This is an optimization exercise on Yosys and OpenROAD, whose aim is small area, a short achievable clock period and few clock cycles per item, not a production implementation. Only simulation tests tie the RTL to the original design; equivalence was not proved. Power and IR drop assume default switching activity.

==> 07-18: inputs <==
// cpu_alu_with_flags
module cpu_alu_with_flags (
    input  logic                            aclk,
    input  logic                            aresetn,
    input  logic                            s_tvalid,
    output logic                            s_tready,
    input  logic [cafl_pkg::S_TDATA_W-1:0]  s_tdata,
    output logic                            m_tvalid,
    input  logic                            m_tready,
    output logic [cafl_pkg::M_TDATA_W-1:0]  m_tdata
);
    localparam int MW    = 4;             
    localparam int NDIV  = 2;             
    localparam int ND    = 7;             
    localparam int DXFER = ND + 1;        
    localparam int MXFER = 16 / MW + 1;   
    localparam int R_S   = 0;    
    localparam int R_SUM = 1;    
    localparam int R_AND = 2;
    localparam int R_OR  = 3;
    localparam int R_XOR = 4;
    localparam int R_NOT = 5;
    localparam int R_SH  = 6;    
    localparam int R_D   = 7;    
    localparam int C_CO  = 0;    
    localparam int C_NCO = 1;    
    localparam int C_SC  = 2;    
    localparam int C_D15 = 3;    
    typedef struct packed {
        logic [2:0] kind;
        logic [7:0] rsel;
        logic [3:0] csel;
        logic       zx_bt;    
        logic       zx_eq;    
        logic       nega;     
        logic       b_s;      
        logic       b_ns;     
        logic       b_one;    
        logic       cin;
        logic       left;     
        logic       mlo;      
        logic       mhi;      
        logic       fill;     
        logic       big;      
        logic       dneg;     
        logic       sneg;     
        logic       divop;    
        logic       dsmall;   
        logic       mulop;    
  ...
clock: 9.0 ns
lec_check: 0
cap_margin: 20
core_margin: 2
core_utilization: 55
cts_cluster_diameter: 80
cts_cluster_size: 25
setup_slack_margin: 5
slew_margin: 20
run.sh (not shown) runs the stock make flow with config.mk's settings and CLKGATE_MAP_FILE= SYNTH_SCRIPT=/design/flow/synth_recipe.tcl, a recipe that flattens the netlist after the stock synthesis.
==> inputs of 07-21, as changes to 07-18 <==
--- a/flow/design.v
+++ b/flow/design.v
@@ -66,17 +66,17 @@
     output logic        cy
 );
     localparam int STEPS = 16 / W;
     localparam int VW    = 21;      
     logic [15:0] a_q, l_q;
     logic [16:0] hs_q, hc_q;
     logic        cb_q;
     logic        sgn_q, neg_q;
-    logic [1:0]  cnt_q;         
+    logic [3:0]  cnt_q;
     logic [15:0] sa, sl;
     logic [16:0] shs, shc;
     logic        scb;
     assign sa  = load ? a : a_q;
     assign sl  = load ? b : l_q;
     assign shs = load ? 17'd0 : hs_q;
     assign shc = load ? 17'd0 : hc_q;
     assign scb = load ? cin : cb_q;
@@ -94,23 +94,23 @@
     logic [W:0] low;
     assign low = {1'b0, s4[W-1:0]} + {1'b0, c4[W-1:0]} + {{W{1'b0}}, scb};
     always_ff @(posedge aclk) begin
         if (!aresetn) busy <= 1'b0;
         else if (load) busy <= 1'b1;
         else if (release_i) busy <= 1'b0;
     end
     always_ff @(posedge aclk) begin
-        if (load || cnt_q != 2'(STEPS - 1)) begin
+        if (load || cnt_q != STEPS[3:0]) begin
             a_q   <= sa;
             l_q   <= {low[W-1:0], sl[15:W]};
             hs_q  <= s4[VW-1:W];
             hc_q  <= c4[VW-1:W];
             cb_q  <= low[W];
-            cnt_q <= load ? 2'd0 : cnt_q + 1'b1;
+            cnt_q <= load ? 4'd1 : cnt_q + 1'b1;
         end
         if (load) begin
             sgn_q <= sgn;
             neg_q <= neg;
         end
     end
     logic [15:0] nl, hx, hk;
     logic        unused_c1, hnz;
@@ -225,63 +225,64 @@
 endmodule
 module cafl_div_stage (
     input  logic        aclk,
     input  logic        aresetn,
     input  logic        load,       
     input  logic [15:0] num,        
     input  logic [3:0]  rem0,       
     input  logic [15:0] den,        
+    input  logic [17:0] den3,       
     input  logic        sel_r,      
     input  logic        neg_q,      
     input  logic        neg_r,      
     input  logic        release_i,  
     output logic        busy,
     output logic [15:0] res,
     output logic        zf          
 );
     logic [15:0] rem_q, nq_q, den_q;
-    logic [2:0]  cnt_q;         
+    logic [17:0] den3_q;
+    logic [3:0]  cnt_q;
     logic sel_r_q, neg_q_q, neg_r_q;
     logic [17:0] t, r1, r2, r3;
     logic        c1, c2, c3;
     logic [15:0] rem_n;
     logic [1:0]  qd;
+    logic [17:0] den3_full;
+    logic        unused_c3;
+    cafl_add #(.N(18)) u_d3 (.a({2'b00, den_q}), .b({1'b0, den_q, 1'b0}), .ci(1'b0),
+                             .y(den3_full), .co(unused_c3));
     assign t = {rem_q, nq_q[15:14]};
     cafl_sub #(.N(18)) u_s1 (.a(t), .b({2'b00, den_q}),        .d(r1), .ge(c1));
     cafl_sub #(.N(18)) u_s2 (.a(t), .b({1'b0, den_q, 1'b0}),   .d(r2), .ge(c2));
-    logic [19:0] x3, m1, m2, s3, k3;
-    logic        unused_c4;
-    assign m1 = ~{4'd0, den_q};
-    assign m2 = ~{3'd0, den_q, 1'b0};
-    cafl_csa #(.N(20)) u_c3 (.x({2'd0, t}), .y(m1), .z(m2), .s(s3), .c(k3));
-    cafl_add #(.N(20)) u_s3 (.a(s3), .b({k3[19:1], 1'b1}), .ci(1'b1), .y(x3), .co(unused_c4));
-    assign r3 = x3[17:0];
-    assign c3 = !x3[19];
+    cafl_sub #(.N(18)) u_s3 (.a(t), .b(den3_q),                .d(r3), .ge(c3));
     always_comb begin
         if (c3)      begin rem_n = r3[15:0]; qd = 2'd3; end
         else if (c2) begin rem_n = r2[15:0]; qd = 2'd2; end
         else if (c1) begin rem_n = r1[15:0]; qd = 2'd1; end
         else         begin rem_n = t[15:0];  qd = 2'd0; end
     end
     always_ff @(posedge aclk) begin
         if (!aresetn) busy <= 1'b0;
         else if (load) busy <= 1'b1;
         else if (release_i) busy <= 1'b0;
     end
     always_ff @(posedge aclk) begin
         if (load) begin
             rem_q   <= {12'd0, rem0};
             nq_q    <= num;
             den_q   <= den;
-            cnt_q   <= 3'd1;
+            den3_q  <= den3;
+            cnt_q   <= 4'd2;
             sel_r_q <= sel_r;
             neg_q_q <= neg_q;
             neg_r_q <= neg_r;
-        end else if (cnt_q != 3'd7) begin
+        end else if (cnt_q != 4'd8) begin
+            if (cnt_q == 4'd2) den3_q <= den3_full;
             rem_q <= rem_n;
             nq_q  <= {nq_q[13:0], qd};
             cnt_q <= cnt_q + 1'b1;
         end
     end
     logic [15:0] dmr, negq;
     logic        unused_ge, unused_co;
     cafl_sub #(.N(16)) u_dmr (.a(den_q), .b(rem_q), .d(dmr), .ge(unused_ge));
@@ -383,21 +384,23 @@
         logic       left;     
         logic       mlo;      
         logic       mhi;      
         logic       fill;     
         logic       big;      
         logic       dneg;     
         logic       sneg;     
         logic       divop;    
-        logic       dsmall;   
         logic       mulop;    
-        logic       f0;       
-        logic       f1;       
-        logic       f2;       
+        logic       sel_r;    
+        logic       negq;
+        logic       negr;
+        logic       msgn;     
+        logic       mneg;     
+        logic       mcin;     
     } ctl_t;
     function automatic ctl_t decode(input logic [4:0] op, input logic [15:0] dv,
                                     input logic [15:0] sv, input logic c);
         ctl_t k;
         logic bigs, sz;
         k = '0;
         bigs = |sv[15:4];
         sz   = (sv == 16'd0);
@@ -416,31 +419,30 @@
             end
             cafl_pkg::OP_SBC: begin
                 k.rsel = 8'd1 << R_SUM; k.csel[C_NCO] = 1'b1; k.b_s = 1'b0; k.b_ns = 1'b1;
                 k.cin = !c;
             end
             cafl_pkg::OP_UMUL, cafl_pkg::OP_SMUL, cafl_pkg::OP_MULC: begin
                 k.kind = cafl_pkg::K_MUL;
                 k.mulop = 1'b1;
-                k.f0   = (op == cafl_pkg::OP_SMUL);
+                k.msgn = (op == cafl_pkg::OP_SMUL);
                 k.dneg = (op == cafl_pkg::OP_SMUL) && dv[15];
                 k.sneg = (op == cafl_pkg::OP_SMUL) && sv[15];
-                k.f1   = (op == cafl_pkg::OP_SMUL) && (dv[15] ^ sv[15]);
-                k.f2   = (op == cafl_pkg::OP_MULC) && c;
+                k.mneg = (op == cafl_pkg::OP_SMUL) && (dv[15] ^ sv[15]);
+                k.mcin = (op == cafl_pkg::OP_MULC) && c;
             end
             cafl_pkg::OP_UDIV, cafl_pkg::OP_SDIV, cafl_pkg::OP_UMOD, cafl_pkg::OP_SMOD: begin
                 k.kind  = sz ? cafl_pkg::K_DZ : cafl_pkg::K_DIV;
                 k.divop = 1'b1;
                 k.dneg  = ((op == cafl_pkg::OP_SDIV) || (op == cafl_pkg::OP_SMOD)) && dv[15];
                 k.sneg  = (op == cafl_pkg::OP_SDIV) && sv[15];
-                k.dsmall = k.sneg ? (sv[15:4] == 12'hFFF && sv[3:0] != 4'd0) : (sv[15:4] == 12'd0);
-                k.f0    = (op == cafl_pkg::OP_UMOD) || (op == cafl_pkg::OP_SMOD);
-                k.f1    = (op == cafl_pkg::OP_SDIV) && (dv[15] ^ sv[15]);
-                k.f2    = (op == cafl_pkg::OP_SMOD) && dv[15];
+                k.sel_r = (op == cafl_pkg::OP_UMOD) || (op == cafl_pkg::OP_SMOD);
+                k.negq  = (op == cafl_pkg::OP_SDIV) && (dv[15] ^ sv[15]);
+                k.negr  = (op == cafl_pkg::OP_SMOD) && dv[15];
             end
             cafl_pkg::OP_AND: k.rsel = 8'd1 << R_AND;
             cafl_pkg::OP_OR:  k.rsel = 8'd1 << R_OR;
             cafl_pkg::OP_XOR: k.rsel = 8'd1 << R_XOR;
             cafl_pkg::OP_NOT: k.rsel = 8'd1 << R_NOT;
             cafl_pkg::OP_NEG: k.nega = 1'b1;    
             cafl_pkg::OP_INC: begin
                 k.rsel = 8'd1 << R_SUM; k.csel[C_CO] = 1'b1; k.cin = 1'b1; k.b_s = 1'b0;
@@ -526,56 +528,62 @@
     logic [15:0] m_res;
     assign m_rel = adv && (dl_t[MXFER-1] == T_MUL);
     cafl_prep #(.W(MW)) u_mul (
         .aclk      (aclk),
         .aresetn   (aresetn),
         .load      (mload_q),
         .a         (num),
         .b         (den),
-        .sgn       (k.f0),
-        .neg       (k.f1),
-        .cin       (k.f2),
+        .sgn       (k.msgn),
+        .neg       (k.mneg),
+        .cin       (k.mcin),
         .release_i (m_rel),
         .busy      (m_busy),
         .res       (m_res),
         .cy        (m_cy)
     );
     logic [NDIV-1:0] dv_busy, dv_load, dv_rel;
     logic [NDIV-1:0][15:0] dv_res;
     logic [NDIV-1:0]       dv_zf;
     logic [0:0]  wp, rp;
     logic        rd_div;
+    logic [17:0] den3;
     assign num = aa;
     assign den = bb;
     logic [3:0] q2, r2, qt, rt;
     cafl_div4 u_div4 (.n(aa[15:12]), .d(bb[3:0]), .q(qt), .r(rt));
     always_comb begin
-        if (!k.dsmall) begin
+        if (bb[15:4] != 12'd0) begin
             q2 = 4'd0;
             r2 = aa[15:12];
         end else begin
             q2 = qt;
             r2 = rt;
         end
+        if (bb[15:5] == 11'd0 && bb[4:0] <= 5'd21)
+            den3 = {11'd0, bb[4:0], 1'b0} + {13'd0, bb[4:0]};
+        else
+            den3 = 18'd64;
     end
     assign rd_div = adv && (dl_t[DXFER-1] == T_DIV);
     for (genvar j = 0; j < NDIV; j++) begin : g_div
         assign dv_load[j] = dload_q[j];
         assign dv_rel[j]  = rd_div && (rp == j);
         cafl_div_stage u_div (
             .aclk      (aclk),
             .aresetn   (aresetn),
             .load      (dv_load[j]),
             .num       ({num[11:0], q2}),
             .rem0      (r2),
             .den       (den),
-            .sel_r     (k.f0),
-            .neg_q     (k.f1),
-            .neg_r     (k.f2),
+            .den3      (den3),
+            .sel_r     (k.sel_r),
+            .neg_q     (k.negq),
+            .neg_r     (k.negr),
             .release_i (dv_rel[j]),
             .busy      (dv_busy[j]),
             .res       (dv_res[j]),
             .zf        (dv_zf[j])
         );
     end
     always_ff @(posedge aclk) begin
         if (!aresetn) begin
@@ -594,20 +602,19 @@
     logic [3:0]      mt_n, dt_n;
     logic [2:0]      kind_n;
     logic [0:0]      wp_n, rp_n;
     logic [NDIV-1:0] dv_busy_n;
     logic            is_mul_n, is_div_n, can_issue_n;
     always_comb begin
         adv_n    = !full_n;
         r1_v_n   = r1_take ? s_tvalid : r1_v;
-        is_mul_n = (r1_take && s_tvalid) ? k_in.mulop : (k.kind == cafl_pkg::K_MUL);
+        is_mul_n = (r1_take && s_tvalid) ? k_in.mulop : k.mulop;
         kind_n   = (r1_take && s_tvalid) ? k_in.kind : k.kind;
-        is_div_n = (r1_take && s_tvalid) ? k_in.divop
-                 : (k.kind == cafl_pkg::K_DIV) || (k.kind == cafl_pkg::K_DZ);
+        is_div_n = (r1_take && s_tvalid) ? k_in.divop : k.divop;
         mt_n     = adv ? dl_t[MXFER-2] : dl_t[MXFER-1];
         dt_n     = adv ? dl_t[DXFER-2] : dl_t[DXFER-1];
         m_busy_n = mload_q ? 1'b1 : m_rel ? 1'b0 : m_busy;
         for (int j = 0; j < NDIV; j++)
             dv_busy_n[j] = dv_load[j] ? 1'b1 : dv_rel[j] ? 1'b0 : dv_busy[j];
         wp_n     = (|dload_q) ? ~wp : wp;
         rp_n     = rd_div ? ~rp : rp;
         m_rel_n  = adv_n && (mt_n == T_MUL);
Settings changed: CORE_UTILIZATION 55 to 40.
==> impl_results.md <==
* Outcome: no timing/DRC/antenna violations
* Final core utilization at 44.6%
* Multi-input combinational area share at 50.2%
* Multi-input gate area at 18800 µm²
* Clock power frac at 16.8%
* Worst slew pin tran at 1.07 ns
* Int Pwr at 6290 µW
* Layout cells sized above 1 at 8.81%
* Reg2reg end: u_out.head[14]$_DFFE_PP_
* Dpl cell area at 35800 µm²
* Met1 wire length at 40800 µm
* Crit path time final at 3.93 ns
* Final WL at 90400 µm
* Placeable Area at 84000 µm²
* CP delay by family, top: compound AO/OA/AOI/OAI gates
* Synth-to-layout area growth at 10.1%
* EDFF count, synth at 404
(the above is from 07-21)
==> impl_results.md <==
* Outcome: no timing/DRC/antenna violations
* CP delay by family, top: simple AND/OR/NAND/NOR gates
* Int Pwr at 6240 µW
* Multi-input gate area at 17600 µm²
* Dpl cell area at 32700 µm²
* Placeable Area at 56300 µm²
* Final core utilization at 61.1%
* Layout cells sized above 1 at 10.6%
* Met1 wire length at 36200 µm
* Clock power frac at 14.1%
(the above is from 07-18)
Testbench counts of 07-18, summed over its fixed seeds: cycles 17,485, items 16,000.
Testbench counts of 07-21, summed over its fixed seeds: cycles 17,485, items 16,000.

==> port drivers added, routing unchanged <==
Ports are ideal in the flow. The routed layouts listed here were re-timed in OpenROAD.
Step 1 sets driving cells, clkbuf_16 on the clock port and buf_2 on the other inputs (assumed; they add their load-dependent delay and slew).
Step 2 adds t to the input delays and takes it off the output delays; t is the mean of the earliest and latest rising clock arrival at the registers after step 1. Input paths then give back, and output paths get back, about the clock's delay inside the block.
a / b / c = ideal / step 1 / step 2; a / b = the first two.
| run | t, ns | setup slack, ns | worst setup path at the end | clock arrival spread, ns |
|---|---|---|---|---|
| 07-18 | 0.688 | 5.061 / 5.075 / 4.396 | input to register | 0.030 / 0.030 |
| 07-21 | 0.651 | 5.067 / 5.067 / 4.495 | input to register | 0.050 / 0.050 |
After both steps every run listed still meets setup and hold. For 07-18, which loses most, drivers alone change the setup slack by +0.014 ns; drivers and shift together by -0.665 ns.
